Context: an optimization exercise on an open-source flow, tuned for small area, a short achievable clock period and few clock cycles. The choices shown serve that exercise and are no tape-out recipe. No run shown here included a check of the RTL's function; only the layout flow was run. No activity file was given, so power comes from the tool's default toggle rates.

==> design.v <==
package cic_decim_pkg;
  typedef enum logic [0:0] {
    ErrUpstream = 1'b0,
    ErrSequence = 1'b1
  } cic_err_bit_e;
  function automatic integer cic_growth(input integer rate, input integer m, input integer n);
    reg [127:0] prod;
    integer     i, b;
    begin
      prod = 128'd1;
      for (i = 0; i < n; i = i + 1) prod = prod * rate * m;
      cic_growth = 0;
      for (b = 0; b < 128; b = b + 1) if ((128'd1 << b) < prod) cic_growth = b + 1;
    end
  endfunction
  function automatic integer cic_ch_w(input integer channels);
    cic_ch_w = (channels > 1) ? $clog2(channels) : 1;
  endfunction
  localparam int unsigned DefW    = 16 + cic_growth(125, 1, 4);
  localparam int unsigned DefChW  = cic_ch_w(2);
endpackage
module cic_comb_chain #(
  parameter int unsigned W          = 44,
  parameter int unsigned STAGES     = 4,
  parameter int unsigned DIFF_DELAY = 1
) (
  input  logic [W-1:0]                           x,
  input  logic [STAGES*DIFF_DELAY-1:0][W-1:0]    dly,
  output logic [W-1:0]                           y,
  output logic [STAGES*DIFF_DELAY-1:0][W-1:0]    dly_next
);
  always_comb begin
    logic [W-1:0] stage_in;
    stage_in = x;
    for (int s = 0; s < STAGES; s++) begin
      dly_next[s*DIFF_DELAY] = stage_in;
      for (int j = 1; j < DIFF_DELAY; j++) dly_next[s*DIFF_DELAY+j] = dly[s*DIFF_DELAY+j-1];
      stage_in = stage_in - dly[s*DIFF_DELAY+DIFF_DELAY-1];
    end
    y = stage_in;
  end
endmodule
module cic_decim #(
  parameter int unsigned IN_W       = 16,
  parameter int unsigned OUT_W      = 16,
  parameter int unsigned STAGES     = 4,
  parameter int unsigned RATE       = 125,
  parameter int unsigned DIFF_DELAY = 1,
  parameter int unsigned CHANNELS   = 2,
  parameter int unsigned CH_W       = cic_decim_pkg::cic_ch_w(CHANNELS)
) (
  input  logic             clk,
  input  logic             reset_n,
  input  logic [IN_W-1:0]  in_data,
  input  logic [CH_W-1:0]  in_channel,
  input  logic             in_valid,
  output logic             in_ready,
  input  logic [1:0]       in_error,
  input  logic             in_startofpacket,
  input  logic             in_endofpacket,
  output logic [OUT_W-1:0] out_data,
  output logic [CH_W-1:0]  out_channel,
  output logic             out_valid,
  input  logic             out_ready,
  output logic [1:0]       out_error,
  output logic             out_startofpacket,
  output logic             out_endofpacket
);
  localparam int unsigned W    = IN_W + cic_decim_pkg::cic_growth(RATE, DIFF_DELAY, STAGES);
  localparam int unsigned PH_W = $clog2(RATE);
  logic unused_eop;
  assign unused_eop = in_endofpacket;
  logic [2:0]      clr_cnt;      
  logic [2:0]      rpos;         
  logic            in_ready_q;
  logic            iv;           
  logic            exp_ch;
  logic [1:0][PH_W-1:0] ph;
  logic [1:0][1:0] err;
  logic [1:0]      pend;         
  logic            older;        
  logic            st1, st2;     
  logic            p2, dmp;      
  logic            out_valid_q;
  logic [IN_W-1:0] id;
  logic            ich, isop;
  logic [1:0]      ierr;
  logic [W-1:0]    s0_a, s0_b, s0_c, s0_d, s0_w;
  logic [W-1:0]    s1_a, s1_b, s1_c, s1_d, s1_w;
  logic [5:0][W-1:0] dr;         
  logic [W-1:0]    acc;
  logic [1:0][1:0] res_err;
  logic [OUT_W-1:0] out_data_q;
  logic            out_ch_q;
  logic [1:0]      out_err_q;
  logic clr_int, clr_dly, hd;
  assign clr_int = (clr_cnt < 3'd2);
  assign clr_dly = (clr_cnt != 3'd6);
  assign hd      = rpos[0];
  logic ch, seq_ok, isdump, cons, go;
  assign ch     = isop ? 1'b0 : ich;
  assign seq_ok = isop || (ich == exp_ch);
  assign isdump = (ph[ch] == PH_W'(RATE - 1));
  assign cons   = iv && (!seq_ok || ((ch == hd) && !(isdump && pend[ch])));
  assign go     = cons && seq_ok;
  logic iv_n, ch_n, block_n, hd_n;
  logic [1:0] pend_n;
  logic [1:0][PH_W-1:0] ph_n;
  assign iv_n  = in_ready_q ? in_valid : iv;
  assign ch_n  = in_ready_q ? (in_startofpacket ? 1'b0 : in_channel) : ch;
  assign hd_n  = ~hd;
  assign block_n = (pend_n[0] && ph_n[0] == PH_W'(RATE - 1)) ||
                   (pend_n[1] && ph_n[1] == PH_W'(RATE - 1));
  logic [W-1:0] xg, am, bm, ag, cm, dm, bg, cg, c_new, d_new;
  assign xg = go ? {{(W-IN_W){id[IN_W-1]}}, id} : '0;
  assign am = clr_int ? '0 : s0_a;
  assign bm = clr_int ? '0 : s0_b;
  assign ag = go ? am : '0;
  assign cm = clr_int ? '0 : s1_c;
  assign dm = clr_int ? '0 : s1_d;
  assign bg = p2 ? s1_b : '0;
  assign cg = p2 ? cm : '0;
  assign c_new = cm + bg;
  assign d_new = dm + cg + bg;
  logic start, proc_c, order_ok, proc;
  logic [W-1:0] m, diff;
  assign proc_c   = (rpos >= 3'd3);
  assign order_ok = !pend[~proc_c] || (older == proc_c);
  assign start    = (rpos == 3'd0 || rpos == 3'd3) && pend[proc_c] && order_ok && !out_valid_q;
  assign proc     = start || st1 || st2;
  assign m        = (st1 || st2) ? acc : s0_w;
  assign diff     = m - dr[0];
  logic dump_wr;      
  assign dump_wr = p2 && dmp;
  always_comb begin
    pend_n = pend;
    if (start) pend_n[proc_c] = 1'b0;
    if (dump_wr) pend_n[~hd] = 1'b1;
    ph_n = ph;
    if (go) ph_n[ch] = isdump ? '0 : ph[ch] + PH_W'(1);
  end
  always_ff @(posedge clk or negedge reset_n) begin
    if (!reset_n) begin
      clr_cnt     <= '0;
      rpos        <= '0;
      in_ready_q  <= 1'b1;
      iv          <= 1'b0;
      exp_ch      <= 1'b0;
      ph          <= '0;
      err         <= '0;
      pend        <= '0;
      older       <= 1'b0;
      st1         <= 1'b0;
      st2         <= 1'b0;
      p2          <= 1'b0;
      dmp         <= 1'b0;
      out_valid_q <= 1'b0;
    end else begin
      if (clr_cnt != 3'd6) clr_cnt <= clr_cnt + 3'd1;
      rpos       <= (rpos == 3'd5) ? 3'd0 : rpos + 3'd1;
      iv         <= iv_n;
      in_ready_q <= !iv_n || ((ch_n == hd_n) && !block_n);
      ph         <= ph_n;
      pend       <= pend_n;
      if (dump_wr) older <= (pend[hd] && !(start && proc_c == hd)) ? hd : ~hd;
      if (go) begin
        exp_ch  <= ~ch;
        err[ch] <= isdump ? 2'b00 : (err[ch] | ierr);
      end else if (cons) begin
        err[exp_ch][1] <= 1'b1;
      end
      p2  <= go;
      dmp <= go && isdump;
      st1 <= start;
      st2 <= st1;
      if (st2) out_valid_q <= 1'b1;
      else if (out_ready) out_valid_q <= 1'b0;
    end
  end
  always_ff @(posedge clk) begin
    if (in_ready_q) begin
      id   <= in_data;
      ich  <= in_channel;
      isop <= in_startofpacket;
      ierr <= in_error;
    end
    if (go && isdump) res_err[ch] <= err[ch] | ierr;
    s1_a <= am + xg;
    s1_b <= bm + ag + xg;
    s1_c <= s0_c;
    s1_d <= s0_d;
    s1_w <= s0_w;
    s0_a <= s1_a;
    s0_b <= s1_b;
    s0_c <= c_new;
    s0_d <= dump_wr ? '0 : d_new;
    s0_w <= dump_wr ? d_new : s1_w;
    for (int i = 0; i < 5; i++) dr[i] <= dr[i+1];
    dr[5] <= proc ? m : (clr_dly ? '0 : dr[0]);
    acc   <= diff;
    if (st2) begin
      out_data_q <= diff[W-1 -: OUT_W];
      out_ch_q   <= proc_c;
      out_err_q  <= res_err[proc_c];
    end
  end
  assign in_ready          = in_ready_q;
  assign out_valid         = out_valid_q;
  assign out_data          = out_data_q;
  assign out_channel       = out_ch_q;
  assign out_error         = out_err_q;
  assign out_startofpacket = ~out_ch_q;
  assign out_endofpacket   = out_ch_q;
endmodule
==> run.sh <==
#!/bin/bash
# synth_recipe.tcl (not shown) runs the flow's synth.tcl, then flattens the netlist and writes it again
# the make line also repeats each setting of config.mk as NAME=value (left out here)
make -C /OpenROAD-flow-scripts/flow DESIGN_CONFIG=/design/flow/config.mk WORK_HOME=/design/flow/orfs CLKGATE_MAP_FILE= SYNTH_SCRIPT=/design/flow/synth_recipe.tcl finish
==> config.mk <==
export PLATFORM = sky130hd
export DESIGN_NAME = cic_decim
export DESIGN_NICKNAME = cic_decim
export VERILOG_FILES = /design/flow/design.v
export SDC_FILE = /design/flow/constraint.sdc
export NUM_CORES = 4
export LEC_CHECK = 0
export CAP_MARGIN = 20
export CORE_MARGIN = 2
export CORE_UTILIZATION = 40
export SLEW_MARGIN = 20
==> constraint.sdc <==
create_clock -name core_clock -period 18.0 [get_ports {clk}]
set_input_delay 3.6000 -clock core_clock [delete_from_list [all_inputs] [get_ports {clk}]]
set_output_delay 3.6000 -clock core_clock [all_outputs]
set_load 0.01 [all_outputs]
==> summary.md, run 1 <==
| Metric | Value |
|---|---|
| Outcome | `timing/DRC/antenna clean` |
| Max Slew Vio Count | `0` |
| Worst Setup Start Kind | `register` |
| First-pass GRT wire length | `116000 um` |
| Via count | `23600` |
| Max incr delay on CP | `0.57 ns` |
| Gr usage total | `0.154` |
| Ports | `48` |
| Row count | `109` |
| Initial Utilization | `0.403` |
| Worst skew pair latency | `0.64 ns` |
| Post-CTS resize count | `0` |
| Final GP Congestion | `0.874` |
| VDD IR max | `90.6 uV` |
| Post-synth top cells | `dfxtp_1, nand2_1, inv_1, ha_1, o21ai_0` |
| Final Hold Fails | `0` |
| P&R area growth vs syn | `12.7%` |
| Relative slew slack | `0.333` |
| CTS H-Tree Depth | `3` |
| Core ar. | `0.0882 mm2` |
| Yosys top cell by area | `dfxtp_1` |
| Period utilisation layout | `0.419` |
| Die area | `0.0913 mm2` |
| Core Util, Final | `0.454` |
| FF+latch count, synth | `826` |
| Fmax | `0.132 GHz` |
| Most common cell on crit path | `a21oi_1` |
| Clk sinks | `826` |
| Sequential share of the synthesized area | `0.482` |
| Overflow after GRT | `0` |
| Crit-path slowest cell | `nand2b_1` |
| Top_reg_cell synth | `dfxtp_1` |
| Worst Clk Skew | `0.0238 ns` |
| Num CTS Buffers | `83` |
| Met1 usage in global routing | `0.220` |
| Die height | `302 um` |
| DR DRC count | `0` |
| Multi-input logic area | `0.0168 mm2` |
| Post-synth ARST share | `0.0424` |
| Synthesis Warnings | `1` |
| Worst min-delay path class | `reg -> reg` |
| Final setup violation count | `0` |
| Hold Buf Count CTS | `0` |
| Die Wd | `302 um` |
| CTS tree | `yes` |
| Area contributors post-synth | `dfxtp_1, ha_1, nand2_1` |
| Max_cap viols | `0` |
| Synthesized area | `0.0355 mm2` |
| Drt total wl | `69300 um` |
| DR iter-0 viols | `1261` |
| DR WL/cell | `14.2 um` |
| Pwr/cell area | `173 mW/mm2` |
| Antenna violations before repair | `0` |
| Met3 Use GR | `0.0238` |
| Worst Tran Pin Value | `0.999 ns` |
| DP HPWL | `49600 um` |
| Setup bufs post-CTS | `0` |
| WP buf/inv | `2` |
| Clock root buffer | `clkbuf_16` |
| PortBufs | `46` |
| Worst path arrival time | `8.05 ns` |
| Critical path type | `reg -> reg` |
| Antenna diode count | `0` |
| Setup TNS | `0 ns` |
| # fillers | `8215` |
| Critical Path RT | `18.50 ns` |
| Register area | `0.0171 mm2` |
| Lkg Pwr | `18.3 nW` |
| Layer carrying the most global-route usage | `met2` |
| Post-Synthesis Cells | `3632` |
| Nets | `3987` |
| RSZ-0062 raised after global routing | `false` |
| Avg Inst Size Synth | `9.79 um2` |
| Synth Net Count | `3964` |
| Clk slew on worst S/H paths | `0.06 ns` |
| Most common cell in the netlist | `dfxtp_1` |
| CP Max Fanout | `57` |
| Minimum clock period | `7.55 ns` |
| Delay-heaviest family, CP | `compound AO/OA/AOI/OAI gates` |
| Vias in the first global route | `23200` |
| Number of distinct library cells after synthesis | `88` |
| TritonRoute pass-1 iters | `5` |
| Hold slack | `0.306 ns` |
| Via/cell ratio | `4.82` |
| Antenna-violating nets left | `0` |
| Flop-to-flop setup slack | `10.45 ns` |
| Largest net degree at the start of global routing | `87` |
| Clock tree buffer depth | `3` |
| EDFF count, synth | `43` |
| Fraction of layout cells with a size suffix above 1 | `0.0655` |
| Critical path endpoint category | `register` |
| Yosys top cell area share | `0.421` |
| GRT met2 Usage | `0.237` |
## power breakdown
part | leakage (nW) | switching, mW | internal [mW]
sequential | 7.04 | 0.149 | 2.32
clock | 1.45 | 0.738 | 1.08
combinational | 9.83 | 1.58 | 1.07
## sequential cells by signal, summed over array words and instances (netlist names), 3 cells and up, named ones only
name,flops
acc,44
clr_cnt,3
dr,264
id,16
out_data_q,16
ph,14
rpos,3
s0_a,44
s0_b,44
s0_c,44
s0_d,44
s0_w,44
s1_a,44
s1_b,44
s1_c,44
s1_d,44
s1_w,44
## through the flow
| stage | area [um2] | setup WS (ns) | power, mW | cells |
|---|---|---|---|---|
| finish | 40100 | 10.45 | 6.93 | 4889 |
| global placement | 37100 | 10.47 | 5.09 | 4735 |
| floorplan | 35500 | 11.40 | 4.52 | 3632 |
| detailed placement | 37100 | 10.39 | 5.12 | 4735 |
| CTS | 40100 | 10.38 | 6.99 | 4889 |
| global route | 40100 | 9.77 | 7.48 | 4889 |
## worst reg2reg max path: stages, from the launching register on
cell	delay, ns
edfxtp_1	0.50
nand2b_1	0.57
mux2i_1	0.32
ha_1	0.25
and4b_1	0.22
a31oi_2	0.07
a2111oi_4	0.52
nor2_1	0.16
nand2_2	0.32
inv_2	0.08
buf_4	0.31
and2_1	0.29
fa_1	0.42
ha_1	0.24
fa_1	0.47
a21o_1	0.17
a21oi_1	0.29
o21ai_1	0.15
a31oi_1	0.32
o21ai_1	0.20
a21oi_1	0.38
o31ai_1	0.27
a21oi_1	0.38
o31ai_1	0.16
nor4b_1	0.27
a311oi_1	0.08
## worst paths after layout
check / from / endpoint / cells past startpoint
max in group asynchronous: reset_n / p2 / 1
min in group asynchronous: reset_n / clr_cnt[0] / 1
max reg2reg: ich / s1_b[43] / 25
min: dr[56] / dr[12] / 0
min reg2reg: dr[56] / dr[12] / 0
max: ich / s1_b[43] / 25
## logic make-up (layout without fill, tap and decap cells)
| kind of cell | after synthesis | count (layout) | synth area share |
|---|---|---|---|
| xor+xnor | 212 | 212 | 0.0522 |
| simple gates | 1016 | 1016 | 0.133 |
| buf+inv | 419 | 511 | 0.0445 |
| compound gates | 796 | 796 | 0.145 |
| fa+ha+maj | 307 | 307 | 0.125 |
| mux | 56 | 56 | 0.0175 |
| flops | 826 | 826 | 0.482 |
## layout by cell type (no fill, tap or decap), types with 64 or more instances in the layout
cell,n
dfxtp_1,748
nand2_1,467
inv_1,297
ha_1,227
o21ai_0,205
a21oi_1,204
nor2_1,166
xnor2_1,148
and2_1,125
a21o_1,123
clkbuf_16,89
fa_1,80
xor2_1,64
## per-layer routing
layer,vias up,share of wire
met5,-,0
met4,0,0.027
met3,126,0.040
met2,387,0.42
met1,10700,0.51
li1,12300,-
## cell type report
type | count | area share
Multi-Input combinational cell | 2387 | 0.420
Inverter | 299 | 0.0280
Clock buffer | 115 | 0.0613
Tap cell | 1165 | 0.0364
Clock inverter | 39 | 0.0125
Sequential cell | 826 | 0.428
Timing Repair Buffer | 58 | 0.0136
==> run 2, diff against run 1 <==
--- a/config.mk
+++ b/config.mk
@@ -6,4 +6,5 @@
 export NUM_CORES = 4
 export LEC_CHECK = 0
+export ABC_CLOCK_PERIOD_IN_PS = 4000
 export CAP_MARGIN = 20
 export CORE_MARGIN = 2
==> run 2 against run 1 <==
  * Clock power barely moved
  * Critical path depth stayed put
  * Cell count is the same
  * Total power stayed put
  * Still clean on timing, DRC and antenna
  * Sequential cell count is the same
  * Clock-buffer cell count stayed put
  * Largest cell class unchanged
  * Worst setup slack unchanged
  * Sequential power is essentially flat
  * Core utilization unchanged
  * Sequential share of layout area unchanged
  * Via count did not move
==> summary.md, run 2 <==
| Metric | Value |
|---|---|
| Outcome | `timing/DRC/antenna clean` |
| Post-synth ARST share | `0.0424 (unchanged)` |
| Share of total power in the clock network | `0.263 (about the same)` |
| Commonest non-fill, non-tap cell in the layout | `dfxtp_1` |
| Layer carrying the most global-route usage | `met2` |
| Avg Inst Size Synth | `9.79 um2 (unchanged)` |
| Sequential share of the synthesized area | `0.482 (unchanged)` |
| Antenna violations before repair | `0 (unchanged)` |
| Antenna diode count | `0 (unchanged)` |
| Num CTS Buffers | `83 (unchanged)` |
| Synthesized area | `0.0355 mm2 (unchanged)` |
| Max Slew Vio Count | `0 (unchanged)` |
| Worst path arrival time | `8.05 ns (about the same)` |
| CTS tree | `yes` |
| CTS H-Tree Depth | `3 (unchanged)` |
| Comb power frac | `0.382 (about the same)` |
| Main combinational cell family by area after synthesis | `compound AO/OA/AOI/OAI gates` |
| Yosys top cell area share | `0.421 (unchanged)` |
| Number of distinct library cells after synthesis | `88 (unchanged)` |
| Worst skew pair latency | `0.64 ns (about the same)` |
| Setup TNS | `0 ns (unchanged)` |
| Compound-gate portion of the synthesized area | `0.145 (unchanged)` |
| RSZ-0062 raised after global routing | `false` |
| Via/cell ratio | `4.82 (unchanged)` |
| Worst min-delay path class | `reg -> reg` |
| Ports | `48 (unchanged)` |
| Max_cap viols | `0 (unchanged)` |
| Synth Net Count | `3964 (unchanged)` |
| Reg2Reg Launch Point | `ich` |
| Gr usage total | `0.154 (unchanged)` |
| PortBufs | `46 (unchanged)` |
| Most frequent cells in the layout | `dfxtp_1, nand2_1, inv_1` |
| Die area | `0.0913 mm2 (unchanged)` |
| Antenna-violating nets left | `0 (unchanged)` |
| Final setup violation count | `0 (unchanged)` |
| Fmax | `0.132 GHz (unchanged)` |
| Hold Buf Count CTS | `0 (unchanged)` |
| Vias in the first global route | `23200 (unchanged)` |
| CP startpoint | `ich` |
| EDFF count, synth | `43 (unchanged)` |
| DR iter-0 viols | `1261 (unchanged)` |
| FF+latch count, synth | `826 (unchanged)` |
| Worst Tran Pin Value | `0.999 ns (unchanged)` |
| CP Max Fanout | `57 (unchanged)` |
| Critical path endpoint category | `register` |
| Clk slew on worst S/H paths | `0.06 ns (about the same)` |
| Post-Synthesis Cells | `3632 (unchanged)` |
| Post-Synth Simple-Gate Area | `0.133 (unchanged)` |
| VDD IR max | `90.6 uV (unchanged)` |
| Met3 Use GR | `0.0238 (unchanged)` |
| Hold Path Origin | `dr[56]` |
| Final GP Congestion | `0.874 (unchanged)` |
| Relative slew slack | `0.333 (unchanged)` |
| Largest register FFs | `264 (unchanged)` |
| Via count | `23600 (unchanged)` |
| Core Util, Final | `0.454 (unchanged)` |
| Die height | `302 um (unchanged)` |
| Largest net degree at the start of global routing | `87 (unchanged)` |
| Row count | `109 (unchanged)` |
| Clock tree buffer depth | `3 (unchanged)` |
| Reg with most FFs | `dr` |
| Lkg Pwr | `18.3 nW (unchanged)` |
| Post-synthesis adder-cell area fraction | `0.125 (unchanged)` |
| Worst Clk Skew | `0.0238 ns (unchanged)` |
| Met1 usage in global routing | `0.220 (unchanged)` |
| Area contributors post-synth | `dfxtp_1, ha_1, nand2_1` |
| Initial Utilization | `0.403 (unchanged)` |
| Seq pwr share | `0.356 (about the same)` |
| Pint | `4.47 mW (unchanged)` |
| GRT met2 Usage | `0.237 (unchanged)` |
| DP HPWL | `49600 um (unchanged)` |
| P&R area growth vs syn | `12.7% (unchanged)` |
| Die Wd | `302 um (unchanged)` |
| Nets | `3987 (unchanged)` |
| First-pass GRT wire length | `116000 um (unchanged)` |
| Fraction of layout cells with a size suffix above 1 | `0.0655 (unchanged)` |
| Pwr/cell area | `173 mW/mm2 (unchanged)` |
| Setup bufs post-CTS | `0 (unchanged)` |
| Net Sw Power | `2.47 mW (unchanged)` |
| XOR/XNOR Fraction of Synth Area | `0.0522 (unchanged)` |
| Top_reg_cell synth | `dfxtp_1` |
| Yosys top cell by area | `dfxtp_1` |
| Critical Path RT | `18.50 ns (about the same)` |
| Critical path type | `reg -> reg` |
| Clk sinks | `826 (unchanged)` |
| DR WL/cell | `14.2 um (unchanged)` |
| DR DRC count | `0 (unchanged)` |
| Switching share of power | `0.356 (unchanged)` |
| Worst slack, placed | `10.39 ns (unchanged)` |
| Final WS setup | `10.45 ns (unchanged)` |
| Core ar. | `0.0882 mm2 (unchanged)` |
| Hold slack | `0.306 ns (unchanged)` |
| Mux cell area share after synthesis | `0.0175 (unchanged)` |
| Synthesis Warnings | `1 (unchanged)` |
| Overflow after GRT | `0 (unchanged)` |
| Drt total wl | `69300 um (unchanged)` |
| Post-CTS resize count | `0 (unchanged)` |
| Most common cell in the netlist | `dfxtp_1` |
| Final Hold Fails | `0 (unchanged)` |
| Clock root buffer | `clkbuf_16` |
| Period utilisation layout | `0.419 (unchanged)` |
| Minimum clock period | `7.55 ns (unchanged)` |
| Post-synth top cells | `dfxtp_1, nand2_1, inv_1, ha_1, o21ai_0` |
| TritonRoute pass-1 iters | `5 (unchanged)` |
| Worst Setup Start Kind | `register` |
run 2: area by class of cell:
| class | count | area, um2 |
|---|---|---|
| clock buffers | 115 | 2450 |
| clock inverters | 39 | 499 |
| fillers | 8215 | 48200 |
| inverters | 299 | 1120 |
| multi-input cells | 2387 | 16800 |
| flip-flops and latches | 826 | 17100 |
| well taps | 1165 | 1460 |
| repair buffers | 58 | 546 |
run 2: metal layers:
layer / up-vias / share of wire
met2: 387 / 0.42
met3: 126 / 0.040
met4: 0 / 0.027
met1: 10700 / 0.51
met5: - / 0
li1: 12300 / -
run 2: critical path, cell delays in order, from the launching register on:
cell and delay [ns]:
edfxtp_1 0.50, nand2b_1 0.57, mux2i_1 0.31, ha_1 0.25, and4b_1 0.22, a31oi_2 0.07
a2111oi_4 0.51, nor2_1 0.16, nand2_2 0.32, inv_2 0.08, buf_4 0.31, and2_1 0.25
fa_1 0.42, ha_1 0.24, fa_1 0.47, a21o_1 0.17, a21oi_1 0.29, o21ai_1 0.15
a31oi_1 0.32, o21ai_1 0.20, a21oi_1 0.38, o31ai_1 0.27, a21oi_1 0.38, o31ai_1 0.16
nor4b_1 0.27, a311oi_1 0.08
run 2: path summary, 6_finish.rpt:
| check | slack [ns] | end | cells past startpoint |
|---|---|---|---|
| worst max register to register | 10.45 | s1_b[43] | 25 |
| max in group asynchronous | 14.37 | p2 | 1 |
| worst min register to register | 0.31 | dr[12] | 0 |
| worst max-delay path | 10.45 | s1_b[43] | 25 |
| worst min-delay path | 0.31 | dr[12] | 0 |
| min in group asynchronous | 3.05 | clr_cnt[0] | 1 |
run 2: power groups by stage:
stage / clock [mW] / sequential [mW] / combinational, mW
after detailed placement: 0 / 2.50 / 2.62
after global placement: 0 / 2.48 / 2.60
final: 1.82 / 2.46 / 2.65
after CTS: 1.88 / 2.47 / 2.65
after global routing: 1.94 / 2.51 / 3.02
after floorplan: 0 / 2.44 / 2.08
run 2: stage by stage:
stage / area, um2 / instances / power, mW
CTS: 40100 / 4889 / 6.99
global placement: 37100 / 4735 / 5.09
global route: 40100 / 4889 / 7.48
detailed placement: 37100 / 4735 / 5.12
floorplan: 35500 / 3632 / 4.52
finish: 40100 / 4889 / 6.93
run 2: kinds of logic after synthesis:
kind of cell,after synthesis
AO/OA/AOI/OAI,796
XOR/XNOR,212
adder cells (fa/ha/maj),307
buffers and inverters,419
flip-flops,826
multiplexers,56
AND/OR/NAND/NOR,1016

## static timing again, ports no longer ideal
No port has a modelled driver above. Below, the same layouts with a new extraction and two added sets of constraints. Step 1 assumes that a clkbuf_16 drives the clock port and a buf_2 every other input. Step 2 also shifts input and output timing later by t, the mid clock arrival at the registers, as if the neighbouring blocks saw the same clock. Slacks: no drivers / after step 1 / after step 2; pairs: no drivers / after step 1.
run | shift t [ns] | setup slack, ns | worst setup path after step 2 | slew at the worst register clock pin (ns)
run 1 | 0.685 | 10.452 / 10.452 / 10.452 | register to register | 0.07 / 0.07
run 2 | 0.685 | 10.452 / 10.452 / 10.452 | register to register | 0.07 / 0.07
After both steps setup and hold are still met in every run listed.
